Source: an optimization exercise on an open RTL-to-GDS flow (aim: small area, a short achievable clock period and few clock cycles per item). Production flows keep margins and buffers that such runs may drop.
Function was checked by simulation only, so behaviour that the tests miss may differ from the original.

## face_track_associator
module face_track_associator #(
  parameter int unsigned MAX_FACES = fta_pkg::MAX_FACES_DEF
) (
  input  logic                        clk_i,
  input  logic                        rst_ni,
  input  logic                        in_valid,
  output logic                        in_ready,
  input  logic                        in_func,
  input  logic [fta_pkg::COORD_W-1:0] in_det_x,
  input  logic [fta_pkg::COORD_W-1:0] in_det_y,
  input  logic [fta_pkg::COORD_W-1:0] in_det_width,
  input  logic [fta_pkg::COORD_W-1:0] in_det_height,
  input  logic                        in_passes_check,
  output logic                        out_valid,
  input  logic                        out_ready,
  output logic                        out_result_kind,
  output logic                        out_matched,
  output logic [fta_pkg::COORD_W-1:0] out_kept_x,
  output logic [fta_pkg::COORD_W-1:0] out_kept_y,
  output logic                        out_stored,
  output logic                        out_overflow,
  output logic [fta_pkg::TRACK_W-1:0] out_tracked_count,
  input  logic                        psel,
  input  logic                        penable,
  input  logic                        pwrite,
  input  logic [fta_pkg::APB_AW-1:0]  paddr,
  input  logic [fta_pkg::APB_DW-1:0]  pwdata,
  output logic [fta_pkg::APB_DW-1:0]  prdata,
  output logic                        pready
);
For scale: about 7500 cells after synthesis, about 1300 flip-flops, roughly 160 I/O pins.
make LEC_CHECK=0 CAP_MARGIN=20 CORE_MARGIN=2 CORE_UTILIZATION=60 SLEW_MARGIN=20 finish   # period 8.5 ns
run.sh (not shown) runs the stock make flow with config.mk's settings and CLKGATE_MAP_FILE= SYNTH_SCRIPT=/design/flow/synth_recipe.tcl, a recipe that flattens the netlist after the stock synthesis.
The baseline went through all stages and came out clean.
Testbench counts at the start, summed over its fixed seeds: cycles 5,335, items 3,950.
==> next run, changes <==
- CORE_UTILIZATION: 60 -> 40
- CTS_BUF_LIST: default -> sky130_fd_sc_hd__clkbuf_8
- SETUP_SLACK_MARGIN: default -> 1.0
The changed run ran to the end with no violations.
Non-clock buffer count is higher by 101.
First-iteration DRC count is lower by a little under a tenth.
Cell area is higher by a few percent.
Clock skew is higher by 0.033 ns.
Count of clock-buffer cells in the layout is higher by 62.
Critical path depth is higher by 9.
Sequential share of layout area is lower by 0.77 points.
Core utilization is lower by 22 points.
==> next run, changes <==
- CORE_UTILIZATION: 40 -> 60
- SETUP_SLACK_MARGIN: 1.0 -> default
Sequential share of layout area went up by 1.1 points.
First-iteration DRC count grows by 6.2%.
Routed wire length falls by 2.7%.
Synthesized area stays the same.
==> next run, changes <==
- CORE_UTILIZATION: 60 -> 40
- SETUP_SLACK_MARGIN: default -> 2.0
Via count rises by about 1.8%. Setup slack is better by 0.84 ns. Register-to-register slack is better by 0.54 ns. Die area rises by about 50%. First-iteration DRC count falls by 1.6%. Area after synthesis does not change. Count of clock-buffer cells in the layout rises by 11.

---

== trial 84 ==
face_track_associator, a different RTL version from the one above (not shown whole).
For scale: roughly 160 I/O pins, roughly 0.088 mm² of cells after synthesis.
==> flow/config.mk <==
export PLATFORM = sky130hd
export DESIGN_NAME = face_track_associator
export DESIGN_NICKNAME = face_track_associator
export VERILOG_FILES = /design/flow/design.v
export SDC_FILE = /design/flow/constraint.sdc
export NUM_CORES = 4
export LEC_CHECK = 0
export CAP_MARGIN = 20
export CORE_MARGIN = 2
export CORE_UTILIZATION = 40
export CTS_BUF_LIST = sky130_fd_sc_hd__clkbuf_8
export SETUP_SLACK_MARGIN = 1.5
export SLEW_MARGIN = 20
==> flow/constraint.sdc <==
create_clock -name core_clock -period 8.5 [get_ports {clk_i}]
set_input_delay 1.7000 -clock core_clock [delete_from_list [all_inputs] [get_ports {clk_i}]]
set_output_delay 1.7000 -clock core_clock [all_outputs]
set_load 0.01 [all_outputs]
Testbench counts of trial 84, summed over its fixed seeds: cycles 5,335, items 3,950.
Relative to trial 84, the following input files were edited for trial 38:
Settings: SETUP_SLACK_MARGIN now 1.0, was 1.5.
==> notes.md <==
Trial 38: synthesis-to-layout area growth is 2.8 points lower than what trial 84 reported. Comparing trial 84 and trial 38, the higher time the worst path needs with I/O delays and setup is on trial 38. Trial 38 ends up with lower aggregate global-route resource usage than trial 84 does. Cell count along the critical path, trial 84 and trial 38: smaller value in trial 38.

---

Another version of the RTL of face_track_associator (not shown whole).
Size: about 8,100 cells after synthesis, about 160 I/O pins, ~96,000 sq um of cells after synthesis.
make LEC_CHECK=0 CAP_MARGIN=20 CORE_MARGIN=2 CORE_UTILIZATION=40 CTS_BUF_LIST=sky130_fd_sc_hd__clkbuf_8 SETUP_SLACK_MARGIN=1.25 SLEW_MARGIN=20 finish   # period 8.5 ns
The baseline went through all stages and came out clean.
Testbench counts at the start, summed over its fixed seeds: cycles 4,638, items 3,950.
Then changed:
--- a/flow/config.mk
+++ b/flow/config.mk
@@ -11,3 +11,3 @@
 export CTS_BUF_LIST = sky130_fd_sc_hd__clkbuf_8
-export SETUP_SLACK_MARGIN = 1.25
+export SETUP_SLACK_MARGIN = 1.5
 export SLEW_MARGIN = 20
After rerunning:
- The new run passed the timing, DRC and antenna checks
- cell area grows by 1.4%
- die area is unchanged
- fmax grows by 0.52%
- core utilization grows by 0.64 points
- routed wire length grows by 0.56%
- global-route usage grows by 0.34 points

---

face_track_associator, a different RTL version from the one above (not shown whole).
For scale: ~7,700 cells after synthesis, roughly 160 I/O pins, roughly 0.092 mm² of cells after synthesis.
// face_track_associator
module face_track_associator #(
  parameter int unsigned MAX_FACES = fta_pkg::MAX_FACES_DEF
) (
  input  logic                        clk_i,
  input  logic                        rst_ni,
  input  logic                        in_valid,
  output logic                        in_ready,
  input  logic                        in_func,
  input  logic [fta_pkg::COORD_W-1:0] in_det_x,
  input  logic [fta_pkg::COORD_W-1:0] in_det_y,
  input  logic [fta_pkg::COORD_W-1:0] in_det_width,
  input  logic [fta_pkg::COORD_W-1:0] in_det_height,
  input  logic                        in_passes_check,
  output logic                        out_valid,
  input  logic                        out_ready,
  output logic                        out_result_kind,
  output logic                        out_matched,
  output logic [fta_pkg::COORD_W-1:0] out_kept_x,
  output logic [fta_pkg::COORD_W-1:0] out_kept_y,
  output logic                        out_stored,
  output logic                        out_overflow,
  output logic [fta_pkg::TRACK_W-1:0] out_tracked_count,
  input  logic                        psel,
  input  logic                        penable,
  input  logic                        pwrite,
  input  logic [fta_pkg::APB_AW-1:0]  paddr,
  input  logic [fta_pkg::APB_DW-1:0]  pwdata,
  output logic [fta_pkg::APB_DW-1:0]  prdata,
  output logic                        pready
);
Settings: LEC_CHECK=0, CAP_MARGIN=20, CORE_MARGIN=2, CORE_UTILIZATION=40, CTS_BUF_LIST=sky130_fd_sc_hd__clkbuf_8, SETUP_SLACK_MARGIN=1.25, SLEW_MARGIN=20; clock period 8.5 ns.
The starting point finished clean.
Testbench counts at the start, summed over its fixed seeds: cycles 4,672, items 3,950.
Change:
CORE_UTILIZATION = 55   (was 40)
SETUP_SLACK_MARGIN = 1.5   (was 1.25)
Outcome: Cell area grows by about 0.8%; routed wire length grows by 6.0%; core utilization grows by 17 points; non-clock buffer count grows by 149; clock-buffer cell count shrinks by 4.
Change:
CORE_UTILIZATION = 65   (was 55)
After rerunning: Clock skew increases by 8.3 ps. Design area goes down slightly. Maximum frequency is about the same. Setup slack is better by 9.6 ps. Sequential share of layout area climbs by 0.47 points. Non-clock buffer count shrinks by 63. Die area decreases by about a fifth. Sequential cell count stays the same. Via count rose slightly.
Change:
CORE_UTILIZATION = 40   (was 65)
- global-route usage came out lower by 14 points
- clock skew came out higher by 6.9 ps
- via count came out lower by 2.7%
- register-to-register slack loses 100 ps

[port drivers added, routing unchanged]
In the flow no input, the clock included, has a driving cell. The finished layouts below were timed again as built, in two steps. Step 1 sets driving cells, clkbuf_16 on the clock port and buf_2 on the other inputs (assumed; they add their load-dependent delay and slew). Step 2, shift: input delay + t, output delay - t, t = (earliest + latest rising clock arrival at the registers) / 2. This alone moves slack from input paths to output paths. Slacks: ideal / step 1 / step 2; pairs: ideal / step 1.
run	shift t [ns]	setup WS [ns]	hold slack, ns	worst setup path after step 2	clock arrival spread, ns
the first run of note 1	0.877	0.215 / 0.130 / 0.428	0.399 / 0.399 / 0.399	input to register	0.076 / 0.075
the second run of note 1	1.054	1.130 / 1.089 / 0.661	0.359 / 0.359 / 0.359	input to register	0.107 / 0.107
the third run of note 1	1.036	0.219 / 0.136 / 0.515	0.361 / 0.361 / 0.361	input to register	0.127 / 0.127
the fourth run of note 1	1.039	1.059 / 1.059 / 1.059	0.389 / 0.389 / 0.389	register to register	0.082 / 0.082
trial 84	1.055	1.574 / 1.523 / 0.870	0.359 / 0.359 / 0.359	input to register	0.090 / 0.090
trial 38	1.061	1.121 / 1.040 / 0.888	0.356 / 0.356 / 0.356	input to register	0.095 / 0.096
the first run of note 3	1.048	1.389 / 1.389 / 1.273	0.362 / 0.362 / 0.362	input to register	0.068 / 0.068
the second run of note 3	1.016	1.425 / 1.425 / 1.189	0.361 / 0.361 / 0.361	input to register	0.103 / 0.104
the first run of note 4	1.031	1.433 / 1.375 / 1.235	0.343 / 0.343 / 0.343	input to register	0.119 / 0.120
the second run of note 4	1.055	1.589 / 1.497 / 1.392	0.343 / 0.343 / 0.343	input to register	0.092 / 0.092
the third run of note 4	0.991	1.599 / 1.522 / 1.228	0.371 / 0.371 / 0.371	input to register	0.106 / 0.106
the fourth run of note 4	1.046	1.540 / 1.540 / 1.305	0.346 / 0.346 / 0.346	input to register	0.107 / 0.107
After both steps every run listed still meets setup and hold. For trial 84, which loses most, drivers alone change the setup slack by -0.051 ns; drivers and shift together by -0.704 ns.
